Background: an optimization exercise with open tools, aiming at small area, a short achievable clock period and few clock cycles per item. Do not read the settings as production practice.
Where RTL was checked, it was by simulation tests only, not by an equivalence proof against the original.
The RTL of run 1 was laid out without a check of its function.

==> flow/design.v, too long to show whole: its modules and the start of the top module <==
// module bcpg_csa: 361 lines
// module bcpg_cpa: 318 lines
// module bcpg_sub: 376 lines
// module bcpg_wstep: 623 lines
// module cubic_bezier_point_generator: 170 lines
module cubic_bezier_point_generator
(
    input  logic clk,
    input  logic rst_n,
    input  logic in_valid,
    output logic in_ready,
    input  logic [127:0] in_data,
    output logic out_valid,
    input  logic out_ready,
    output logic [38:0]  out_data
);
  // ...
==> flow/run.sh <==
#!/bin/bash
# synth_recipe.tcl (not shown) runs the flow's synth.tcl, then flattens the netlist and writes it again
# the make line also repeats each setting of config.mk as NAME=value (left out here)
make -C /OpenROAD-flow-scripts/flow DESIGN_CONFIG=/design/flow/config.mk WORK_HOME=/design/flow/orfs CLKGATE_MAP_FILE= SYNTH_SCRIPT=/design/flow/synth_recipe.tcl finish
==> flow/config.mk <==
export PLATFORM = sky130hd
export DESIGN_NAME = cubic_bezier_point_generator
export DESIGN_NICKNAME = cubic_bezier_point_generator
export VERILOG_FILES = /design/flow/design.v
export SDC_FILE = /design/flow/constraint.sdc
export NUM_CORES = 4
export LEC_CHECK = 0
export ABC_CLOCK_PERIOD_IN_PS = 2000
export CAP_MARGIN = 20
export CORE_MARGIN = 2
export CORE_UTILIZATION = 40
export SETUP_SLACK_MARGIN = 5
export SLEW_MARGIN = 20
==> flow/constraint.sdc <==
create_clock -name core_clock -period 8.0 [get_ports {clk}]
set_input_delay 1.6000 -clock core_clock [delete_from_list [all_inputs] [get_ports {clk}]]
set_output_delay 1.6000 -clock core_clock [all_outputs]
set_load 0.01 [all_outputs]
==> flow_metrics.env, run 1 <==
export IMPL_status="complete, no violations"
export IMPL_yosys_top_cells_count="inv_1, edfxtp_1, ha_1"
export IMPL_end_kind="flop"
export IMPL_netlist_area_leader_share_pct=36.18
export IMPL_wire_per_inst_microns=19.24
export IMPL_start_util_pct=40.32
export IMPL_multi_input_area_share_pct=50.56
export IMPL_ys_seq_elements=628
export IMPL_cts_tree="done"
export IMPL_path_max_fanout=3
export IMPL_gr_usage_all_layers_pct=20.46
export IMPL_muxShareOfSynthArea_pct=0.4739
export IMPL_synth_most_common_cell="inv_1"
export IMPL_regArea_sq_um=18440
export IMPL_root_buffer="clkbuf_16"
export IMPL_fmax_ghz=0.2483
export IMPL_busiest_layer="met2"
export IMPL_clock_latency_ns=0.65
export IMPL_fin_setup_tns_ns=0
export IMPL_drt_pass1_iterations=8
export IMPL_crit_end="g_coord[1].b_s0[12]"
export IMPL_wl_met1_microns=59850
export IMPL_core_area_sq_um=119800
export IMPL_yosysTopAreaCell="edfxtp_1"
export IMPL_drive_gt1_share_pct=27.57
export IMPL_drt_iter0_markers=2260
export IMPL_dpl_instance_area_sq_um=53230
export IMPL_hold_buffers=0
export IMPL_fin_skew_ns=0.03130
export IMPL_fin_crit_sh_pct=50.35
==> module cubic_bezier_point_generator, before the edit <==
module cubic_bezier_point_generator
(
    input  logic clk,
    input  logic rst_n,
    input  logic in_valid,
    output logic in_ready,
    input  logic [127:0] in_data,
    output logic out_valid,
    input  logic out_ready,
    output logic [38:0]  out_data
);
    function automatic logic [7:0] booth(input logic [4:0] i);
        logic [2:0] one, two;
        logic [1:0] neg;
        logic [2:0] g;
        for (int k = 0; k < 3; k++)
        begin
            g[2] = (k < 2) ? i[2*k+1] : 1'b0;
            g[1] = i[2*k];
            g[0] = (k > 0) ? i[2*k-1] : 1'b0;
            one[k] = g[1] ^ g[0];
            two[k] = (g == 3'b100) || (g == 3'b011);
            if (k < 2)
                neg[k] = g[2];
        end
        booth = {one, two, neg};
    endfunction
    logic       a_v, b_v, d_v, e_v, o_v, s_v, rdy;
    logic [4:0] a_i, b_i, d_i, e_i;
    logic [7:0] a_bc, d_bc;
    logic       fire, a_free, o_load, e_fire;
    assign fire     = !s_v;
    assign a_free   = !a_v || (a_i == 5'd31);
    assign in_ready = rdy;
    assign o_load   = !o_v || out_ready;
    assign e_fire   = fire && e_v;
    assign a_bc     = booth(a_i);
    always_ff @(posedge clk or negedge rst_n)
    begin
        if (!rst_n)
        begin
            a_v <= 1'b0;
            b_v <= 1'b0;
            d_v <= 1'b0;
            e_v <= 1'b0;
            o_v <= 1'b0;
            s_v <= 1'b0;
            rdy <= 1'b1;
        end
        else
        begin
            if (fire)
            begin
                b_v <= a_v;
                d_v <= b_v;
                e_v <= d_v;
                if (a_free)
                    a_v <= in_valid;
            end
            if (o_load)
            begin
                o_v <= s_v || e_fire;
                s_v <= 1'b0;
            end
            else if (e_fire)
                s_v <= 1'b1;
            rdy <= (o_load || (fire && !e_v)) &&
                   (fire ? (a_free ? !in_valid : (a_i == 5'd30))
                         : a_free);
        end
    end
    always_ff @(posedge clk)
    begin
        if (fire)
        begin
            b_i  <= a_i;
            d_i  <= b_i;
            d_bc <= booth(b_i);
            e_i  <= d_i;
            a_i  <= a_free ? 5'd0 : a_i + 5'd1;
        end
    end
    logic [38:0] res, s_data, o_data;
    genvar c;
    generate
        for (c = 0; c < 2; c++)
        begin : g_coord
            localparam int OFS = (c == 0) ? 16 : 0;
            logic [15:0] p [4];
            logic [20:0] w [3];
            logic [20:0] wn [3];
            logic [16:0] e0, e1, e3n;
            logic [15:0] s0n, c0n, s1n, c1n, s3n, c3n;
            logic        k0n, k1n, k3n;
            logic [15:0] b_s0, b_c0, b_s1, b_c1;
            logic        b_k0, b_k1;
            logic [15:0] r0n, r1n;
            logic [15:0] d_r0;
            logic [16:0] d_e3;
            logic [15:0] e_s, e_c;
            logic        e_k;
            logic [15:0] pt;
            for (genvar k = 0; k < 3; k++)
            begin : g_q
                bcpg_wstep u_w (.w(w[k]), .pa(p[k+1]), .pb(p[k]), .y(wn[k]));
                always_ff @(posedge clk)
                begin
                    if (fire)
                    begin
                        if (a_free)
                            w[k] <= {in_data[96 - 32*k + OFS +: 16], 5'b00000};
                        else
                            w[k] <= wn[k];
                    end
                end
            end
            always_ff @(posedge clk)
            begin
                if (fire && a_free)
                begin
                    p[0] <= in_data[96 + OFS +: 16];
                    p[1] <= in_data[64 + OFS +: 16];
                    p[2] <= in_data[32 + OFS +: 16];
                    p[3] <= in_data[0 + OFS +: 16];
                end
            end
            bcpg_sub u_e0 (.a(w[0][20:5]), .b(w[1][20:5]), .e(e0));
            bcpg_sub u_e1 (.a(w[1][20:5]), .b(w[2][20:5]), .e(e1));
            bcpg_csa u_m0 (.a(w[0][20:5]), .e(e0), .bo(a_bc[7:5]), .bt(a_bc[4:2]), .bn(a_bc[1:0]),
                           .s(s0n), .c(c0n), .k(k0n));
            bcpg_csa u_m1 (.a(w[1][20:5]), .e(e1), .bo(a_bc[7:5]), .bt(a_bc[4:2]), .bn(a_bc[1:0]),
                           .s(s1n), .c(c1n), .k(k1n));
            bcpg_cpa u_r0 (.s(b_s0), .c(b_c0), .k(b_k0), .y(r0n));
            bcpg_cpa u_r1 (.s(b_s1), .c(b_c1), .k(b_k1), .y(r1n));
            bcpg_sub u_e3 (.a(r0n), .b(r1n), .e(e3n));
            bcpg_csa u_m3 (.a(d_r0), .e(d_e3), .bo(d_bc[7:5]), .bt(d_bc[4:2]), .bn(d_bc[1:0]),
                           .s(s3n), .c(c3n), .k(k3n));
            bcpg_cpa u_pt (.s(e_s), .c(e_c), .k(e_k), .y(pt));
            always_ff @(posedge clk)
            begin
                if (fire)
                begin
                    b_s0 <= s0n;
                    b_c0 <= c0n;
                    b_k0 <= k0n;
                    b_s1 <= s1n;
                    b_c1 <= c1n;
                    b_k1 <= k1n;
                    d_r0 <= r0n;
                    d_e3 <= e3n;
                    e_s  <= s3n;
                    e_c  <= c3n;
                    e_k  <= k3n;
                end
            end
            assign res[38 - 16*c -: 16] = pt;
        end
    endgenerate
    assign res[6:1] = {1'b0, e_i};
    assign res[0]   = (e_i == 5'd31);
    always_ff @(posedge clk)
    begin
        if (fire)
            s_data <= res;
        if (o_load)
            o_data <= s_v ? s_data : res;
    end
    assign out_valid = o_v;
    assign out_data  = o_data;
endmodule
==> run 2: changes to the inputs <==
--- a/flow/design.v
+++ b/flow/design.v
@@ -1703,6 +1703,466 @@
     assign y[19] = n295;
     assign y[20] = n296;
 endmodule
+module bcpg_dstep
+(
+    input logic [20:0] w,
+    input logic [16:0] d,
+    output logic [20:0] y
+);
+    logic n0;
+    logic n1;
+    logic n2;
+    logic n3;
+    logic n4;
+    logic n5;
+    logic n6;
+    logic n7;
+    logic n8;
+    logic n9;
+    logic n10;
+    logic n11;
+    logic n12;
+    logic n13;
+    logic n14;
+    logic n15;
+    logic n16;
+    logic n17;
+    logic n18;
+    logic n19;
+    logic n20;
+    logic n21;
+    logic n22;
+    logic n23;
+    logic n24;
+    logic n25;
+    logic n26;
+    logic n27;
+    logic n28;
+    logic n29;
+    logic n30;
+    logic n31;
+    logic n32;
+    logic n33;
+    logic n34;
+    logic n35;
+    logic n36;
+    logic n37;
+    logic n38;
+    logic n39;
+    logic n40;
+    logic n41;
+    logic n42;
+    logic n43;
+    logic n44;
+    logic n45;
+    logic n46;
+    logic n47;
+    logic n48;
+    logic n49;
+    logic n50;
+    logic n51;
+    logic n52;
+    logic n53;
+    logic n54;
+    logic n55;
+    logic n56;
+    logic n57;
+    logic n58;
+    logic n59;
+    logic n60;
+    logic n61;
+    logic n62;
+    logic n63;
+    logic n64;
+    logic n65;
+    logic n66;
+    logic n67;
+    logic n68;
+    logic n69;
+    logic n70;
+    logic n71;
+    logic n72;
+    logic n73;
+    logic n74;
+    logic n75;
+    logic n76;
+    logic n77;
+    logic n78;
+    logic n79;
+    logic n80;
+    logic n81;
+    logic n82;
+    logic n83;
+    logic n84;
+    logic n85;
+    logic n86;
+    logic n87;
+    logic n88;
+    logic n89;
+    logic n90;
+    logic n91;
+    logic n92;
+    logic n93;
+    logic n94;
+    logic n95;
+    logic n96;
+    logic n97;
+    logic n98;
+    logic n99;
+    logic n100;
+    logic n101;
+    logic n102;
+    logic n103;
+    logic n104;
+    logic n105;
+    logic n106;
+    logic n107;
+    logic n108;
+    logic n109;
+    logic n110;
+    logic n111;
+    logic n112;
+    logic n113;
+    logic n114;
+    logic n115;
+    logic n116;
+    logic n117;
+    logic n118;
+    logic n119;
+    logic n120;
+    logic n121;
+    logic n122;
+    logic n123;
+    logic n124;
+    logic n125;
+    logic n126;
+    logic n127;
+    logic n128;
+    logic n129;
+    logic n130;
+    logic n131;
+    logic n132;
+    logic n133;
+    logic n134;
+    logic n135;
+    logic n136;
+    logic n137;
+    logic n138;
+    logic n139;
+    logic n140;
+    logic n141;
+    logic n142;
+    logic n143;
+    logic n144;
+    logic n145;
+    logic n146;
+    logic n147;
+    logic n148;
+    logic n149;
+    logic n150;
+    logic n151;
+    logic n152;
+    logic n153;
+    logic n154;
+    logic n155;
+    logic n156;
+    logic n157;
+    logic n158;
+    logic n159;
+    logic n160;
+    logic n161;
+    logic n162;
+    logic n163;
+    logic n164;
+    logic n165;
+    logic n166;
+    logic n167;
+    logic n168;
+    logic n169;
+    logic n170;
+    logic n171;
+    logic n172;
+    logic n173;
+    logic n174;
+    logic n175;
+    logic n176;
+    logic n177;
+    logic n178;
+    logic n179;
+    logic n180;
+    logic n181;
+    logic n182;
+    logic n183;
+    logic n184;
+    logic n185;
+    logic n186;
+    logic n187;
+    logic n188;
+    logic n189;
+    logic n190;
+    logic n191;
+    logic n192;
+    logic n193;
+    logic n194;
+    logic n195;
+    logic n196;
+    logic n197;
+    logic n198;
+    logic n199;
+    logic n200;
+    logic n201;
+    logic n202;
+    logic n203;
+    logic n204;
+    logic n205;
+    logic n206;
+    logic n207;
+    logic n208;
+    logic n209;
+    logic n210;
+    logic n211;
+    logic n212;
+    logic n213;
+    logic n214;
+    logic n215;
+    assign n0 = ~d[16];
+    assign n1 = ~w[16];
+    assign n2 = ~w[17];
+    assign n3 = ~w[18];
+    assign n4 = ~w[19];
+    assign n5 = ~w[20];
+    assign n6 = w[0] & d[0];
+    assign n7 = w[0] ^ d[0];
+    assign n8 = w[1] & d[1];
+    assign n9 = w[1] ^ d[1];
+    assign n10 = w[2] & d[2];
+    assign n11 = w[2] ^ d[2];
+    assign n12 = w[3] & d[3];
+    assign n13 = w[3] ^ d[3];
+    assign n14 = w[4] & d[4];
+    assign n15 = w[4] ^ d[4];
+    assign n16 = w[5] & d[5];
+    assign n17 = w[5] ^ d[5];
+    assign n18 = w[6] & d[6];
+    assign n19 = w[6] ^ d[6];
+    assign n20 = w[7] & d[7];
+    assign n21 = w[7] ^ d[7];
+    assign n22 = w[8] & d[8];
+    assign n23 = w[8] ^ d[8];
+    assign n24 = w[9] & d[9];
+    assign n25 = w[9] ^ d[9];
+    assign n26 = w[10] & d[10];
+    assign n27 = w[10] ^ d[10];
+    assign n28 = w[11] & d[11];
+    assign n29 = w[11] ^ d[11];
+    assign n30 = w[12] & d[12];
+    assign n31 = w[12] ^ d[12];
+    assign n32 = w[13] & d[13];
+    assign n33 = w[13] ^ d[13];
+    assign n34 = w[14] & d[14];
+    assign n35 = w[14] ^ d[14];
+    assign n36 = w[15] & d[15];
+    assign n37 = w[15] ^ d[15];
+    assign n38 = n1 & n0;
+    assign n39 = n1 ^ n0;
+    assign n40 = n2 & w[16];
+    assign n41 = n2 ^ w[16];
+    assign n42 = n3 & w[17];
+    assign n43 = n3 ^ w[17];
+    assign n44 = n4 & w[18];
+    assign n45 = n4 ^ w[18];
+    assign n46 = n5 & w[19];
+    assign n47 = n5 ^ w[19];
+    assign n48 = n8 | (n9 & n6);
+    assign n49 = n9 & n7;
+    assign n50 = n10 | (n11 & n8);
+    assign n51 = n11 & n9;
+    assign n52 = n12 | (n13 & n10);
+    assign n53 = n13 & n11;
+    assign n54 = n14 | (n15 & n12);
+    assign n55 = n15 & n13;
+    assign n56 = n16 | (n17 & n14);
+    assign n57 = n17 & n15;
+    assign n58 = n18 | (n19 & n16);
+    assign n59 = n19 & n17;
+    assign n60 = n20 | (n21 & n18);
+    assign n61 = n21 & n19;
+    assign n62 = n22 | (n23 & n20);
+    assign n63 = n23 & n21;
+    assign n64 = n24 | (n25 & n22);
+    assign n65 = n25 & n23;
+    assign n66 = n26 | (n27 & n24);
+    assign n67 = n27 & n25;
+    assign n68 = n28 | (n29 & n26);
+    assign n69 = n29 & n27;
+    assign n70 = n30 | (n31 & n28);
+    assign n71 = n31 & n29;
+    assign n72 = n32 | (n33 & n30);
+    assign n73 = n33 & n31;
+    assign n74 = n34 | (n35 & n32);
+    assign n75 = n35 & n33;
+    assign n76 = n36 | (n37 & n34);
+    assign n77 = n37 & n35;
+    assign n78 = n38 | (n39 & n36);
+    assign n79 = n39 & n37;
+    assign n80 = n40 | (n41 & n38);
+    assign n81 = n41 & n39;
+    assign n82 = n42 | (n43 & n40);
+    assign n83 = n43 & n41;
+    assign n84 = n44 | (n45 & n42);
+    assign n85 = n45 & n43;
+    assign n86 = n46 | (n47 & n44);
+    assign n87 = n47 & n45;
+    assign n88 = n50 | (n51 & n6);
+    assign n89 = n51 & n7;
+    assign n90 = n52 | (n53 & n48);
+    assign n91 = n53 & n49;
+    assign n92 = n54 | (n55 & n50);
+    assign n93 = n55 & n51;
+    assign n94 = n56 | (n57 & n52);
+    assign n95 = n57 & n53;
+    assign n96 = n58 | (n59 & n54);
+    assign n97 = n59 & n55;
+    assign n98 = n60 | (n61 & n56);
+    assign n99 = n61 & n57;
+    assign n100 = n62 | (n63 & n58);
+    assign n101 = n63 & n59;
+    assign n102 = n64 | (n65 & n60);
+    assign n103 = n65 & n61;
+    assign n104 = n66 | (n67 & n62);
+    assign n105 = n67 & n63;
+    assign n106 = n68 | (n69 & n64);
+    assign n107 = n69 & n65;
+    assign n108 = n70 | (n71 & n66);
+    assign n109 = n71 & n67;
+    assign n110 = n72 | (n73 & n68);
+    assign n111 = n73 & n69;
+    assign n112 = n74 | (n75 & n70);
+    assign n113 = n75 & n71;
+    assign n114 = n76 | (n77 & n72);
+    assign n115 = n77 & n73;
+    assign n116 = n78 | (n79 & n74);
+    assign n117 = n79 & n75;
+    assign n118 = n80 | (n81 & n76);
+    assign n119 = n81 & n77;
+    assign n120 = n82 | (n83 & n78);
+    assign n121 = n83 & n79;
+    assign n122 = n84 | (n85 & n80);
+    assign n123 = n85 & n81;
+    assign n124 = n86 | (n87 & n82);
+    assign n125 = n87 & n83;
+    assign n126 = n92 | (n93 & n6);
+    assign n127 = n93 & n7;
+    assign n128 = n94 | (n95 & n48);
+    assign n129 = n95 & n49;
+    assign n130 = n96 | (n97 & n88);
+    assign n131 = n97 & n89;
+    assign n132 = n98 | (n99 & n90);
+    assign n133 = n99 & n91;
+    assign n134 = n100 | (n101 & n92);
+    assign n135 = n101 & n93;
+    assign n136 = n102 | (n103 & n94);
+    assign n137 = n103 & n95;
+    assign n138 = n104 | (n105 & n96);
+    assign n139 = n105 & n97;
+    assign n140 = n106 | (n107 & n98);
+    assign n141 = n107 & n99;
+    assign n142 = n108 | (n109 & n100);
+    assign n143 = n109 & n101;
+    assign n144 = n110 | (n111 & n102);
+    assign n145 = n111 & n103;
+    assign n146 = n112 | (n113 & n104);
+    assign n147 = n113 & n105;
+    assign n148 = n114 | (n115 & n106);
+    assign n149 = n115 & n107;
+    assign n150 = n116 | (n117 & n108);
+    assign n151 = n117 & n109;
+    assign n152 = n118 | (n119 & n110);
+    assign n153 = n119 & n111;
+    assign n154 = n120 | (n121 & n112);
+    assign n155 = n121 & n113;
+    assign n156 = n122 | (n123 & n114);
+    assign n157 = n123 & n115;
+    assign n158 = n124 | (n125 & n116);
+    assign n159 = n125 & n117;
+    assign n160 = n134 | (n135 & n6);
+    assign n161 = n135 & n7;
+    assign n162 = n136 | (n137 & n48);
+    assign n163 = n137 & n49;
+    assign n164 = n138 | (n139 & n88);
+    assign n165 = n139 & n89;
+    assign n166 = n140 | (n141 & n90);
+    assign n167 = n141 & n91;
+    assign n168 = n142 | (n143 & n126);
+    assign n169 = n143 & n127;
+    assign n170 = n144 | (n145 & n128);
+    assign n171 = n145 & n129;
+    assign n172 = n146 | (n147 & n130);
+    assign n173 = n147 & n131;
+    assign n174 = n148 | (n149 & n132);
+    assign n175 = n149 & n133;
+    assign n176 = n150 | (n151 & n134);
+    assign n177 = n151 & n135;
+    assign n178 = n152 | (n153 & n136);
+    assign n179 = n153 & n137;
+    assign n180 = n154 | (n155 & n138);
+    assign n181 = n155 & n139;
+    assign n182 = n156 | (n157 & n140);
+    assign n183 = n157 & n141;
+    assign n184 = n158 | (n159 & n142);
+    assign n185 = n159 & n143;
+    assign n186 = n176 | (n177 & n6);
+    assign n187 = n177 & n7;
+    assign n188 = n178 | (n179 & n48);
+    assign n189 = n179 & n49;
+    assign n190 = n180 | (n181 & n88);
+    assign n191 = n181 & n89;
+    assign n192 = n182 | (n183 & n90);
+    assign n193 = n183 & n91;
+    assign n194 = n184 | (n185 & n126);
+    assign n195 = n185 & n127;
+    assign n196 = n9 ^ n6;
+    assign n197 = n11 ^ n48;
+    assign n198 = n13 ^ n88;
+    assign n199 = n15 ^ n90;
+    assign n200 = n17 ^ n126;
+    assign n201 = n19 ^ n128;
+    assign n202 = n21 ^ n130;
+    assign n203 = n23 ^ n132;
+    assign n204 = n25 ^ n160;
+    assign n205 = n27 ^ n162;
+    assign n206 = n29 ^ n164;
+    assign n207 = n31 ^ n166;
+    assign n208 = n33 ^ n168;
+    assign n209 = n35 ^ n170;
+    assign n210 = n37 ^ n172;
+    assign n211 = n39 ^ n174;
+    assign n212 = n41 ^ n186;
+    assign n213 = n43 ^ n188;
+    assign n214 = n45 ^ n190;
+    assign n215 = n47 ^ n192;
+    assign y[0] = n7;
+    assign y[1] = n196;
+    assign y[2] = n197;
+    assign y[3] = n198;
+    assign y[4] = n199;
+    assign y[5] = n200;
+    assign y[6] = n201;
+    assign y[7] = n202;
+    assign y[8] = n203;
+    assign y[9] = n204;
+    assign y[10] = n205;
+    assign y[11] = n206;
+    assign y[12] = n207;
+    assign y[13] = n208;
+    assign y[14] = n209;
+    assign y[15] = n210;
+    assign y[16] = n211;
+    assign y[17] = n212;
+    assign y[18] = n213;
+    assign y[19] = n214;
+    assign y[20] = n215;
+endmodule
 import bcpg_pkg::*;
 module cubic_bezier_point_generator
 (
@@ -1731,24 +2191,25 @@
         end
         booth = {one, two, neg};
     endfunction
-    logic       a_v, b_v, d_v, e_v, o_v, s_v, rdy;
-    logic [4:0] a_i, b_i, d_i, e_i;
-    logic [7:0] a_bc, d_bc;
-    logic       fire, a_free, o_load, e_fire;
+    logic       a_v, b_v, c_v, d_v, e_v, f_v, o_v, s_v, rdy;
+    logic [4:0] a_i, b_i, c_i, d_i, e_i, f_i;
+    logic [7:0] b_bc, e_bc;
+    logic       fire, a_free, o_load, f_fire;
     assign fire     = !s_v;
     assign a_free   = !a_v || (a_i == 5'd31);
     assign in_ready = rdy;
     assign o_load   = !o_v || out_ready;
-    assign e_fire   = fire && e_v;
-    assign a_bc     = booth(a_i);
+    assign f_fire   = fire && f_v;
     always_ff @(posedge clk or negedge rst_n)
     begin
         if (!rst_n)
         begin
             a_v <= 1'b0;
             b_v <= 1'b0;
+            c_v <= 1'b0;
             d_v <= 1'b0;
             e_v <= 1'b0;
+            f_v <= 1'b0;
             o_v <= 1'b0;
             s_v <= 1'b0;
             rdy <= 1'b1;
@@ -1758,19 +2219,21 @@
             if (fire)
             begin
                 b_v <= a_v;
-                d_v <= b_v;
+                c_v <= b_v;
+                d_v <= c_v;
                 e_v <= d_v;
+                f_v <= e_v;
                 if (a_free)
                     a_v <= in_valid;
             end
             if (o_load)
             begin
-                o_v <= s_v || e_fire;
+                o_v <= s_v || f_fire;
                 s_v <= 1'b0;
             end
-            else if (e_fire)
+            else if (f_fire)
                 s_v <= 1'b1;
-            rdy <= (o_load || (fire && !e_v)) &&
+            rdy <= (o_load || (fire && !f_v)) &&
                    (fire ? (a_free ? !in_valid : (a_i == 5'd30))
                          : a_free);
         end
@@ -1780,9 +2243,12 @@
         if (fire)
         begin
             b_i  <= a_i;
-            d_i  <= b_i;
-            d_bc <= booth(b_i);
+            b_bc <= booth(a_i);
+            c_i  <= b_i;
+            d_i  <= c_i;
             e_i  <= d_i;
+            e_bc <= booth(d_i);
+            f_i  <= e_i;
             a_i  <= a_free ? 5'd0 : a_i + 5'd1;
         end
     end
@@ -1792,23 +2258,29 @@
         for (c = 0; c < 2; c++)
         begin : g_coord
             localparam int OFS = (c == 0) ? 16 : 0;
-            logic [15:0] p [4];
+            logic [16:0] d [3];
+            logic [16:0] dn [3];
             logic [20:0] w [3];
             logic [20:0] wn [3];
-            logic [16:0] e0, e1, e3n;
+            logic [16:0] e0n, e1n, e3n;
+            logic [15:0] b_q0, b_q1;
+            logic [16:0] b_e0, b_e1;
             logic [15:0] s0n, c0n, s1n, c1n, s3n, c3n;
             logic        k0n, k1n, k3n;
-            logic [15:0] b_s0, b_c0, b_s1, b_c1;
-            logic        b_k0, b_k1;
+            logic [15:0] c_s0, c_c0, c_s1, c_c1;
+            logic        c_k0, c_k1;
             logic [15:0] r0n, r1n;
-            logic [15:0] d_r0;
-            logic [16:0] d_e3;
-            logic [15:0] e_s, e_c;
-            logic        e_k;
+            logic [15:0] d_r0, d_r1;
+            logic [15:0] e_r0;
+            logic [16:0] e_e3;
+            logic [15:0] f_s, f_c;
+            logic        f_k;
             logic [15:0] pt;
             for (genvar k = 0; k < 3; k++)
             begin : g_q
-                bcpg_wstep u_w (.w(w[k]), .pa(p[k+1]), .pb(p[k]), .y(wn[k]));
+                bcpg_sub   u_d (.a(in_data[96 - 32*k + OFS +: 16]), .b(in_data[64 - 32*k + OFS +: 16]),
+                                .e(dn[k]));
+                bcpg_dstep u_w (.w(w[k]), .d(d[k]), .y(wn[k]));
                 always_ff @(posedge clk)
                 begin
                     if (fire)
@@ -1818,52 +2290,50 @@
                         else
                             w[k] <= wn[k];
                     end
+                    if (fire && a_free)
+                        d[k] <= dn[k];
                 end
             end
-            always_ff @(posedge clk)
-            begin
-                if (fire && a_free)
-                begin
-                    p[0] <= in_data[96 + OFS +: 16];
-                    p[1] <= in_data[64 + OFS +: 16];
-                    p[2] <= in_data[32 + OFS +: 16];
-                    p[3] <= in_data[0 + OFS +: 16];
-                end
-            end
-            bcpg_sub u_e0 (.a(w[0][20:5]), .b(w[1][20:5]), .e(e0));
-            bcpg_sub u_e1 (.a(w[1][20:5]), .b(w[2][20:5]), .e(e1));
-            bcpg_csa u_m0 (.a(w[0][20:5]), .e(e0), .bo(a_bc[7:5]), .bt(a_bc[4:2]), .bn(a_bc[1:0]),
+            bcpg_sub u_e0 (.a(w[0][20:5]), .b(w[1][20:5]), .e(e0n));
+            bcpg_sub u_e1 (.a(w[1][20:5]), .b(w[2][20:5]), .e(e1n));
+            bcpg_csa u_m0 (.a(b_q0), .e(b_e0), .bo(b_bc[7:5]), .bt(b_bc[4:2]), .bn(b_bc[1:0]),
                            .s(s0n), .c(c0n), .k(k0n));
-            bcpg_csa u_m1 (.a(w[1][20:5]), .e(e1), .bo(a_bc[7:5]), .bt(a_bc[4:2]), .bn(a_bc[1:0]),
+            bcpg_csa u_m1 (.a(b_q1), .e(b_e1), .bo(b_bc[7:5]), .bt(b_bc[4:2]), .bn(b_bc[1:0]),
                            .s(s1n), .c(c1n), .k(k1n));
-            bcpg_cpa u_r0 (.s(b_s0), .c(b_c0), .k(b_k0), .y(r0n));
-            bcpg_cpa u_r1 (.s(b_s1), .c(b_c1), .k(b_k1), .y(r1n));
-            bcpg_sub u_e3 (.a(r0n), .b(r1n), .e(e3n));
-            bcpg_csa u_m3 (.a(d_r0), .e(d_e3), .bo(d_bc[7:5]), .bt(d_bc[4:2]), .bn(d_bc[1:0]),
+            bcpg_cpa u_r0 (.s(c_s0), .c(c_c0), .k(c_k0), .y(r0n));
+            bcpg_cpa u_r1 (.s(c_s1), .c(c_c1), .k(c_k1), .y(r1n));
+            bcpg_sub u_e3 (.a(d_r0), .b(d_r1), .e(e3n));
+            bcpg_csa u_m3 (.a(e_r0), .e(e_e3), .bo(e_bc[7:5]), .bt(e_bc[4:2]), .bn(e_bc[1:0]),
                            .s(s3n), .c(c3n), .k(k3n));
-            bcpg_cpa u_pt (.s(e_s), .c(e_c), .k(e_k), .y(pt));
+            bcpg_cpa u_pt (.s(f_s), .c(f_c), .k(f_k), .y(pt));
             always_ff @(posedge clk)
             begin
                 if (fire)
                 begin
-                    b_s0 <= s0n;
-                    b_c0 <= c0n;
-                    b_k0 <= k0n;
-                    b_s1 <= s1n;
-                    b_c1 <= c1n;
-                    b_k1 <= k1n;
+                    b_q0 <= w[0][20:5];
+                    b_q1 <= w[1][20:5];
+                    b_e0 <= e0n;
+                    b_e1 <= e1n;
+                    c_s0 <= s0n;
+                    c_c0 <= c0n;
+                    c_k0 <= k0n;
+                    c_s1 <= s1n;
+                    c_c1 <= c1n;
+                    c_k1 <= k1n;
                     d_r0 <= r0n;
-                    d_e3 <= e3n;
-                    e_s  <= s3n;
-                    e_c  <= c3n;
-                    e_k  <= k3n;
+                    d_r1 <= r1n;
+                    e_r0 <= d_r0;
+                    e_e3 <= e3n;
+                    f_s  <= s3n;
+                    f_c  <= c3n;
+                    f_k  <= k3n;
                 end
             end
             assign res[38 - 16*c -: 16] = pt;
         end
     endgenerate
-    assign res[6:1] = {1'b0, e_i};
-    assign res[0]   = (e_i == 5'd31);
+    assign res[6:1] = {1'b0, f_i};
+    assign res[0]   = (f_i == 5'd31);
     always_ff @(posedge clk)
     begin
         if (fire)
--- a/flow/config.mk
+++ b/flow/config.mk
@@ -5,9 +5,9 @@
 export SDC_FILE = /design/flow/constraint.sdc
 export NUM_CORES = 4
 export LEC_CHECK = 0
-export ABC_CLOCK_PERIOD_IN_PS = 2000
+export ABC_CLOCK_PERIOD_IN_PS = 2500
 export CAP_MARGIN = 20
 export CORE_MARGIN = 2
-export CORE_UTILIZATION = 40
+export CORE_UTILIZATION = 55
 export SETUP_SLACK_MARGIN = 5
 export SLEW_MARGIN = 20
==> flow_metrics.env, run 2 <==
export IMPL_antenna_found_initial=3
export IMPL_critPathKind="in -> reg"
export IMPL_fin_area_sq_um=63030
export IMPL_hp_start="c_i[2]"
export IMPL_worst_ep_arrival_time_ns=3.74
export IMPL_rr_worst_depth=10
export IMPL_hold_path_class="reg -> reg"
export IMPL_htreeDepth=3
export IMPL_grt_pass1_vias=36840
export IMPL_synthesis_nets=5693
export IMPL_netlist_area_leader_share_pct=42.81
export IMPL_met2_wirelength_microns=56410
export IMPL_path_max_fanout=3
export IMPL_portBuffers=172
export IMPL_num_antenna_cells=0
export IMPL_status="complete, no violations"
export IMPL_synth_simple_gate_area_share_pct=8.576
export IMPL_hold_buffers=0
export IMPL_core_area_sq_um=96850
export IMPL_ff2ff_setup_slack_ns=4.92
export IMPL_largestRegisters="g_coord.w x126, g_coord.d x102"
export IMPL_fin_crit_sh_pct=40.46
export IMPL_drt_pass1_iterations=5
export IMPL_fin_crit_ns=3.237
export IMPL_synthAdderAreaFrac_pct=18.07
export IMPL_layout_common_cells="edfxtp_1, inv_1, ha_1"
export IMPL_r2r_start="g_coord[0].w[0][6]"
export IMPL_cts_tree="done"
export IMPL_hpwl_microns=84030
export IMPL_gr_usage_all_layers_pct=23.61
export IMPL_wl_met1_microns=53500
export IMPL_synth_compound_gate_area_share_pct=15.64
export IMPL_ys_seq_elements=815
export IMPL_start_util_pct=55.55
export IMPL_synth_distinct_cells=74
export IMPL_end_kind="flop"
export IMPL_syn_area_sq_um=53800
export IMPL_clockBufferDepth=3
export IMPL_synth_top_family_by_area="adder cells"
export IMPL_dpl_instance_area_sq_um=57140
export IMPL_fin_nets=6002
export IMPL_cts_made_buffers=93
export IMPL_grt_overflow=0
export IMPL_fmax_ghz=0.3089
export IMPL_rsz0062_at_grt="true"
export IMPL_hold_depth=0
export IMPL_die_w_microns=316.8
export IMPL_io_pins=173
export IMPL_syn_instance_count=4910
export IMPL_place_gp_congestion=0.8836
export IMPL_final_common_cell="edfxtp_1"
export IMPL_area_delta_synth_final_pct=17.16
export IMPL_fin_setup_tns_ns=0
export IMPL_synth_yosys_seq_area_share_pct=44.68
export IMPL_top_layer="met5"
export IMPL_drive_gt1_share_pct=12.75
export IMPL_ant_nets=0
export IMPL_fill_cells=7627
export IMPL_maxSlewViolCount=0
export IMPL_synth_ff_type="edfxtp_1"
export IMPL_syn_avg_cell_area_sq_um=10.96
export IMPL_fin_skew_ns=0.01744
export IMPL_top_register="g_coord.w"
export IMPL_wl_met3_microns=5921
export IMPL_yosysTopAreaCell="edfxtp_1"
export IMPL_rows=114
export IMPL_clock_latency_ns=0.67
export IMPL_fp_dieH_microns=316.8
export IMPL_synthXorXnorAreaFrac_pct=7.667
export IMPL_root_buffer="clkbuf_16"
export IMPL_worstSetupStartpointType="input pin"
export IMPL_worstPathRequired_ns=8.50
export IMPL_drt_iter0_markers=2595
export IMPL_r2r_end="g_coord[0].b_e0[15]"
export IMPL_path_clk_slew_ns=0.06
export IMPL_synth_most_common_cell="edfxtp_1"
export IMPL_yosys_top_cells_count="edfxtp_1, inv_1, ha_1"
export IMPL_whs_endpoint="d_i[2]"
export IMPL_maxCapViolCount=0
export IMPL_synthArstFlopShare_pct=1.104
export IMPL_drc_errors=0
export IMPL_die_area_sq_um=100300
export IMPL_wl_microns=118900
export IMPL_grt_pass1_wl_microns=189500
export IMPL_ys_warn_count=13
export IMPL_yosys_top_cells_area="edfxtp_1, ha_1, fa_1, xor2_1, inv_1"
export IMPL_synth_edf_count=767
export IMPL_slew_headroom_pct=34.25
export IMPL_grt_max_degree=120
export IMPL_post_drt_via_cell_ratio=5.677
export IMPL_muxShareOfSynthArea_pct=0.4511
export IMPL_clock_sinks=815
export IMPL_hold_viol=0
export IMPL_wire_per_inst_microns=18.09
export IMPL_worst_pin_slew_ns=0.9862
export IMPL_largest_register_ffs=126
export IMPL_setup_viol=0
export IMPL_vias=37330
run 2: worst max path at each step:
| stage | cells after the start | from | slack (ns) | to |
|---|---|---|---|---|
| finish | 11 | in_data[81] | 4.76 | g_coord[0].d[0][15] |
| floorplan | 10 | in_data[113] | 4.31 | g_coord[0].d[0][15] |
| global route | 11 | in_data[81] | 4.73 | g_coord[0].d[1][15] |
| CTS | 10 | in_data[105] | 4.80 | g_coord[1].d[0][15] |
| global placement | 11 | in_data[97] | 3.33 | g_coord[1].d[0][15] |
| detailed placement | 11 | in_data[97] | 3.28 | g_coord[1].d[0][15] |
run 2: kinds of logic (layout without fill, tap and decap cells):
logic type,after synthesis,in the layout
buf+inv,705,1095
flops,815,815
xor+xnor,471,471
fa+ha+maj,651,651
mux,22,22
simple gates,977,977
compound gates,1269,1269
run 2: layout make-up:
cell class	instances	area [sq um]	share of cell area [%]
clock buffer	121	2586	4.103
timing repair buffer	343	3127	4.960
multi-input combinational	3390	28770	45.64
inverter	576	2252	3.573
tap	1276	1597	2.533
clock inverter	55	661.9	1.050
sequential	815	24040	38.14
run 2: stage by stage:
stage,utilization (%),cells,setup slack (ns),hold WS [ns]
floorplan,-,4910,4.313,0.4003
global placement,58.96,6258,3.327,0.4011
detailed placement,58.99,6260,3.282,0.4045
CTS,63.85,6523,4.796,0.4082
global route,65.08,6576,4.730,0.4328
finish,65.08,6576,4.763,0.4184
run 2: repair_timing:
item / 4_1_cts / 5_1_grt
pin swaps: 109 / 139
resized for setup: 416 / 286
endpoints found under the setup margin: 530 / 358
hold endpoints to repair: 0 / 0
gates cloned: 1 / 0
setup buffers: 86 / 52
run 2: per-layer routing:
metal | track usage, % | vias to the layer above
met1 | 31.97 | 17890
met2 | 39.02 | 866
met5 | 0 | -
li1 | - | 18370
met4 | 7.204 | 4
met3 | 4.050 | 202
run 2: critical path, stage by stage:
cell	delay (ns)
buf_12	0.11
ha_4	0.22
nor2b_4	0.12
o21ai_4	0.13
a21boi_2	0.08
o211ai_1	0.17
buf_4	0.17
a211oi_4	0.06
o41ai_2	0.43
or4b_4	0.53
o311ai_4	0.09
Testbench counts of run 2, summed over its fixed seeds: cycles 16,440, points 16,384.
==> run 3: changes to the inputs <==
--- a/flow/config.mk
+++ b/flow/config.mk
@@ -5,9 +5,9 @@
 export SDC_FILE = /design/flow/constraint.sdc
 export NUM_CORES = 4
 export LEC_CHECK = 0
-export ABC_CLOCK_PERIOD_IN_PS = 2500
+export ABC_CLOCK_PERIOD_IN_PS = 3000
 export CAP_MARGIN = 20
 export CORE_MARGIN = 2
-export CORE_UTILIZATION = 55
+export CORE_UTILIZATION = 40
 export SETUP_SLACK_MARGIN = 5
 export SLEW_MARGIN = 20
==> flow_metrics.env, run 3 <==
export IMPL_fin_nets=6015
export IMPL_maxSlewViolCount=0
export IMPL_status="complete, no violations"
export IMPL_top_register="g_coord.w"
export IMPL_slew_headroom_pct=39.51
export IMPL_end_kind="flop"
export IMPL_ys_seq_elements=815
export IMPL_largest_register_ffs=126
export IMPL_cts_tree="done"
export IMPL_wire_per_inst_microns=17.48
export IMPL_root_buffer="clkbuf_16"
export IMPL_maxCapViolCount=0
export IMPL_synth_simple_gate_area_share_pct=8.576
export IMPL_synthAdderAreaFrac_pct=18.07
export IMPL_multi_input_area_sq_um=28780
export IMPL_grt_pass1_vias=37020
export IMPL_fin_crit_sh_pct=40.12
export IMPL_clock_sinks=815
export IMPL_drt_pass1_iterations=8
export IMPL_drc_errors=0
export IMPL_gr_usage_all_layers_pct=17.79
export IMPL_crit_chain="buf_8 -> ha_4 -> nor2b_4 -> o21ai_4 -> a21boi_4 -> o211ai_1 -> a211oi_2 -> o41ai_2 -> or4b_1 -> o311ai_1"
export IMPL_hold_path_class="reg -> reg"
export IMPL_critPathTopFamily="compound AO/OA/AOI/OAI gates"
export IMPL_synth_ff_type="edfxtp_1"
export IMPL_grt_overflow=0
export IMPL_whs_ns=0.4170
export IMPL_yosysTopAreaCell="edfxtp_1"
export IMPL_fin_crit_ns=3.210
export IMPL_crit_start="in_data[65]"
export IMPL_wl_microns=123700
export IMPL_rr_worst_depth=11
export IMPL_synth_distinct_cells=74
export IMPL_cp_depth=10
export IMPL_crit_slowest_cell="or4b_1"
export IMPL_portBuffers=172
export IMPL_antenna_found_initial=1
export IMPL_muxShareOfSynthArea_pct=0.4511
export IMPL_hold_viol=0
export IMPL_yosys_top_cells_count="edfxtp_1, inv_1, ha_1"
export IMPL_synth_compound_gate_area_share_pct=15.64
export IMPL_clock_latency_ns=0.69
export IMPL_area_delta_synth_final_pct=18.42
export IMPL_setup_viol=0
export IMPL_ant_nets=0
export IMPL_worstSetupStartpointType="input pin"
export IMPL_synthesis_nets=5693
export IMPL_grt_max_degree=166
export IMPL_fill_cells=12160
export IMPL_drt_iter0_markers=2752
export IMPL_rows=134
export IMPL_hold_buffers=0
export IMPL_r2r_start="g_coord[1].w[1][6]"
export IMPL_r2r_end="g_coord[1].b_e1[15]"
export IMPL_synth_edf_count=767
export IMPL_die_area_sq_um=137500
export IMPL_fmax_ghz=0.3116
export IMPL_fp_dieH_microns=370.8
export IMPL_drive_gt1_share_pct=12.84
export IMPL_place_gp_congestion=0.8472
export IMPL_largestRegisters="g_coord.w x126, g_coord.d x102"
export IMPL_core_area_sq_um=133500
export IMPL_critPathBufInv=1
export IMPL_die_w_microns=370.8
export IMPL_layout_common_cells="edfxtp_1, inv_1, ha_1"
export IMPL_max_stage_delay_ns=0.47
export IMPL_worst_ep_arrival_time_ns=3.71
export IMPL_path_max_fanout=4
export IMPL_vias=37450
export IMPL_hpwl_microns=86410
export IMPL_synth_top_family_by_area="adder cells"
export IMPL_path_clk_slew_ns=0.06
export IMPL_ys_warn_count=13
export IMPL_fin_util_pct=47.74
export IMPL_synth_yosys_seq_area_share_pct=44.68
export IMPL_fin_skew_ns=0.02074
export IMPL_synthArstFlopShare_pct=1.104
export IMPL_worstPathRequired_ns=8.50
export IMPL_cts_made_buffers=99
export IMPL_worst_pin_slew_ns=0.9073
export IMPL_synthXorXnorAreaFrac_pct=7.667
export IMPL_critPathKind="in -> reg"
export IMPL_post_drt_via_cell_ratio=5.291
export IMPL_crit_end="g_coord[1].d[0][15]"
export IMPL_yosys_top_cells_area="edfxtp_1, ha_1, fa_1, xor2_1, inv_1"
export IMPL_syn_area_sq_um=53800
export IMPL_regArea_sq_um=24040
export IMPL_netlist_area_leader_share_pct=42.81
export IMPL_syn_avg_cell_area_sq_um=10.96
export IMPL_fin_setup_tns_ns=0
export IMPL_htreeDepth=3
export IMPL_synth_most_common_cell="edfxtp_1"
export IMPL_final_common_cell="edfxtp_1"
export IMPL_grt_pass1_wl_microns=197600
export IMPL_num_antenna_cells=0
export IMPL_ff2ff_setup_slack_ns=5.04
export IMPL_start_util_pct=40.32
export IMPL_syn_instance_count=4910
export IMPL_rsz0062_at_grt="true"
export IMPL_io_pins=173
export IMPL_clockBufferDepth=3
-- run 3: cell counts after synthesis --
No cell type changed its count.
-- run 3: routing by layer --
layer	up-vias	track usage, %	share of wire, %
met5	-	0	0.011
met4	2	4.835	2.8
met3	228	2.758	4.7
met2	913	28.77	45
met1	17920	24.78	47
li1	18380	-	-
-- run 3: kinds of logic after synthesis --
logic type / after synthesis
mux: 22
fa+ha+maj: 651
flops: 815
buf+inv: 705
xor+xnor: 471
compound gates: 1269
simple gates: 977
-- run 3: worst min-delay path by stage --
stage,from,to,slack [ns],depth (start not counted)
after floorplan,b_i[2],c_i[2],0.40,0
after global placement,b_i[2],c_i[2],0.40,0
after detailed placement,b_i[2],c_i[2],0.40,0
after CTS,c_i[0],d_i[0],0.42,0
after global routing,e_i[4],f_i[4],0.43,0
final,c_i[0],d_i[0],0.42,0
-- run 3: repair_timing --
item                                    in CTS  in global routing
resized for setup                          443                237
gates cloned                                 1                  1
setup buffers                               95                 52
pin swaps                                  110                128
endpoints found under the setup margin     310                278
-- run 3: stage by stage --
| stage | setup WS [ns] | std cells | area, sq um |
|---|---|---|---|
| 3_3_place_gp | 3.291 | 6745 | 57710 |
| 2_1_floorplan | 4.313 | 4910 | 54040 |
| 5_1_grt | 4.749 | 7078 | 63710 |
| 6_report | 4.790 | 7078 | 63710 |
| 4_1_cts | 4.784 | 7023 | 62570 |
| 3_5_place_dp | 3.248 | 6748 | 57750 |
-- run 3: layout make-up --
cell class | count | area share (%)
Tap cell | 1768 | 3.472
Clock inverter | 55 | 0.9112
Timing Repair Buffer | 348 | 4.978
Clock buffer | 124 | 4.228
Multi-Input combinational cell | 3392 | 45.17
Sequential cell | 815 | 37.73
Inverter | 576 | 3.511
==> run 4: changes to the inputs <==
--- a/flow/config.mk
+++ b/flow/config.mk
@@ -9,5 +9,8 @@
 export CAP_MARGIN = 20
 export CORE_MARGIN = 2
 export CORE_UTILIZATION = 40
+export CTS_BUF_LIST = sky130_fd_sc_hd__clkbuf_16
+export CTS_CLUSTER_DIAMETER = 100
+export CTS_CLUSTER_SIZE = 30
 export SETUP_SLACK_MARGIN = 5
 export SLEW_MARGIN = 20
==> flow_metrics.env, run 4 <==
export IMPL_rsz0062_at_grt="true"
export IMPL_root_buffer="clkbuf_16"
export IMPL_fin_util_pct=46.41
export IMPL_hold_path_class="reg -> reg"
export IMPL_synthArstFlopShare_pct=1.104
export IMPL_cts_made_buffers=40
export IMPL_fill_cells=12300
export IMPL_end_kind="flop"
export IMPL_synthXorXnorAreaFrac_pct=7.667
export IMPL_hold_depth=0
export IMPL_yosys_top_cells_area="edfxtp_1, ha_1, fa_1, xor2_1, inv_1"
export IMPL_yosysTopAreaCell="edfxtp_1"
export IMPL_die_area_sq_um=137500
export IMPL_worstSetupStartpointType="input pin"
export IMPL_area_delta_synth_final_pct=15.11
export IMPL_num_antenna_cells=0
export IMPL_gr_usage_all_layers_pct=17.40
export IMPL_synth_top_family_by_area="adder cells"
export IMPL_grt_max_degree=166
export IMPL_clock_latency_ns=0.68
export IMPL_core_area_sq_um=133500
export IMPL_syn_avg_cell_area_sq_um=10.96
export IMPL_path_max_fanout=4
export IMPL_drt_iter0_markers=2573
export IMPL_netlist_area_leader_share_pct=42.81
export IMPL_synth_edf_count=767
export IMPL_synth_simple_gate_area_share_pct=8.576
export IMPL_ys_warn_count=13
export IMPL_synth_compound_gate_area_share_pct=15.64
export IMPL_htreeDepth=2
export IMPL_fin_crit_ns=3.203
export IMPL_synth_yosys_seq_area_share_pct=44.68
export IMPL_maxSlewViolCount=0
export IMPL_io_pins=173
export IMPL_largest_register_ffs=126
export IMPL_maxCapViolCount=0
export IMPL_wl_microns=122400
export IMPL_grt_overflow=0
export IMPL_finalNonFillerCells=6980
export IMPL_ys_seq_elements=815
export IMPL_dpl_cell_count=6748
export IMPL_critPathKind="in -> reg"
export IMPL_setup_viol=0
export IMPL_final_common_cell="edfxtp_1"
export IMPL_portBuffers=172
export IMPL_status="complete, no violations"
export IMPL_finalWorstSetupSlack_ns=4.797
export IMPL_yosys_top_cells_count="edfxtp_1, inv_1, ha_1"
export IMPL_hpwl_microns=86410
export IMPL_synth_distinct_cells=74
export IMPL_slew_headroom_pct=40.81
export IMPL_syn_area_sq_um=53800
export IMPL_ant_nets=0
export IMPL_largestRegisters="g_coord.w x126, g_coord.d x102"
export IMPL_worst_pin_slew_ns=0.8879
export IMPL_drt_pass1_iterations=8
export IMPL_fin_crit_sh_pct=40.03
export IMPL_multi_input_area_sq_um=28810
export IMPL_drc_errors=0
export IMPL_place_worst_setup_slack_ns=3.248
export IMPL_die_w_microns=370.8
export IMPL_muxShareOfSynthArea_pct=0.4511
export IMPL_vias=37160
export IMPL_clock_sinks=815
export IMPL_fin_skew_ns=0.04292
export IMPL_synth_ff_type="edfxtp_1"
export IMPL_start_util_pct=40.32
export IMPL_fin_nets=5964
export IMPL_fmax_ghz=0.3122
export IMPL_layout_common_cells="edfxtp_1, inv_1, ha_1"
export IMPL_synthesis_nets=5693
export IMPL_fin_area_sq_um=61930
export IMPL_drive_gt1_share_pct=11.82
export IMPL_grt_pass1_vias=36380
export IMPL_dpl_instance_area_sq_um=57750
export IMPL_rr_worst_depth=10
export IMPL_worst_ep_arrival_time_ns=3.69
export IMPL_place_gp_congestion=0.8472
export IMPL_clockBufferDepth=3
export IMPL_post_drt_via_cell_ratio=5.323
export IMPL_path_clk_slew_ns=0.11
export IMPL_worstPathRequired_ns=8.49
export IMPL_fp_dieH_microns=370.8
export IMPL_rows=134
export IMPL_hold_viol=0
export IMPL_synth_most_common_cell="edfxtp_1"
export IMPL_top_register="g_coord.w"
export IMPL_regArea_sq_um=24040
export IMPL_hold_buffers=0
export IMPL_antenna_found_initial=1
export IMPL_syn_instance_count=4910
export IMPL_fin_setup_tns_ns=0
export IMPL_cts_tree="done"
export IMPL_grt_pass1_wl_microns=194300
export IMPL_synthAdderAreaFrac_pct=18.07
export IMPL_wire_per_inst_microns=17.54
## run 4: changes by cell type in the layout (fill, tap and decap cells not counted), sizes merged
cell,previous run,this run
clkbuf,135,52
clkinv,33,8
inv,580,597
dlygate4sd2,45,59
clkdlybuf4s15,31,18
buf,202,210
bufinv,10,2
clkinvlp,8,1
clkdlybuf4s50,52,50
dlymetal6s2s,7,8
## run 4: final timing paths
kind | from | end | slack (ns)
worst min-delay path | e_i[4] | f_i[4] | 0.43
worst min register to register | e_i[4] | f_i[4] | 0.43
max in group asynchronous | rst_n | s_v | 6.28
min in group asynchronous | rst_n | a_v | 1.31
worst max register to register | g_coord[0].w[1][6] | g_coord[0].b_e0[15] | 4.93
worst max-delay path | in_data[65] | g_coord[1].d[0][15] | 4.80
## run 4: per-stage QoR
| step | hold WS (ns) |
|---|---|
| final | 0.4324 |
| after global routing | 0.4407 |
| after CTS | 0.4322 |
| after detailed placement | 0.4045 |
| after global placement | 0.4036 |
| after floorplan | 0.4003 |
## run 4: repair_timing
action                     CTS  global route
setup endpoints to repair  314           198
setup buffers              101            54
pin swaps                  115           129
gates cloned                 0             2
resized for setup          441           235
## run 4: cells by family (layout without fill, tap and decap cells)
| family | Yosys count | count (layout) |
|---|---|---|
| AOI/OAI and AO/OA | 1269 | 1269 |
| xor gates and xnor gates | 471 | 471 |
| adders and majority gates | 651 | 651 |
| buffers and inverters | 705 | 1005 |
| DFF | 815 | 815 |
| muxes | 22 | 22 |
| and+or+nand+nor | 977 | 979 |
## run 4: critical path, cell delays in order
cell,delay [ns]
buf_8,0.11
ha_4,0.22
nor2b_4,0.12
o21ai_4,0.15
a21boi_4,0.09
o211ai_1,0.28
a211oi_2,0.15
o41ai_2,0.40
or4b_1,0.47
o311ai_1,0.10
## run 4: area by class of cell
type	count	share of cell area (%)
clock buffer	41	1.657
inverter	576	3.612
sequential	815	38.82
timing repair buffer	356	5.210
clock inverter	32	0.6081
tap	1768	3.572
multi-input combinational	3392	46.52
## run 4: metal layers
metal | vias up | track usage, % | part of all wire [%]
li1 | 18240 | - | -
met1 | 17830 | 24.51 | 47
met2 | 910 | 28.47 | 46
met3 | 172 | 2.247 | 4.7
met4 | 2 | 4.095 | 2.4
met5 | - | 0 | 0.011

[afterwards: timing with drivers on the ports]
Ports are ideal in the flow. The routed layouts listed here were re-timed in OpenROAD. Step 1 (the two cells are an assumption about what drives the block):
set clk [get_ports {clk}]
set_driving_cell -lib_cell sky130_fd_sc_hd__clkbuf_16 $clk
set_driving_cell -lib_cell sky130_fd_sc_hd__buf_2 [delete_from_list [all_inputs] $clk]
Step 2 times the ports against the registers' clock, not the clock port: input delays grow and output delays shrink by t, the midpoint of the rising clock arrivals with the driver on. Slacks: no drivers / after step 1 / after step 2; pairs: no drivers / after step 1.
run	t, ns	setup slack, ns	cell pins on the clock port's net
run 1	0.711	3.972 / 3.972 / 3.972	1
run 2	0.732	4.763 / 4.776 / 4.044	1
run 3	0.758	4.790 / 4.769 / 4.011	1
run 4	0.722	4.797 / 4.789 / 4.067	1
After both steps setup and hold are still met in every run listed. For run 3, which loses most, drivers alone change the setup slack by -0.021 ns; drivers and shift together by -0.779 ns.
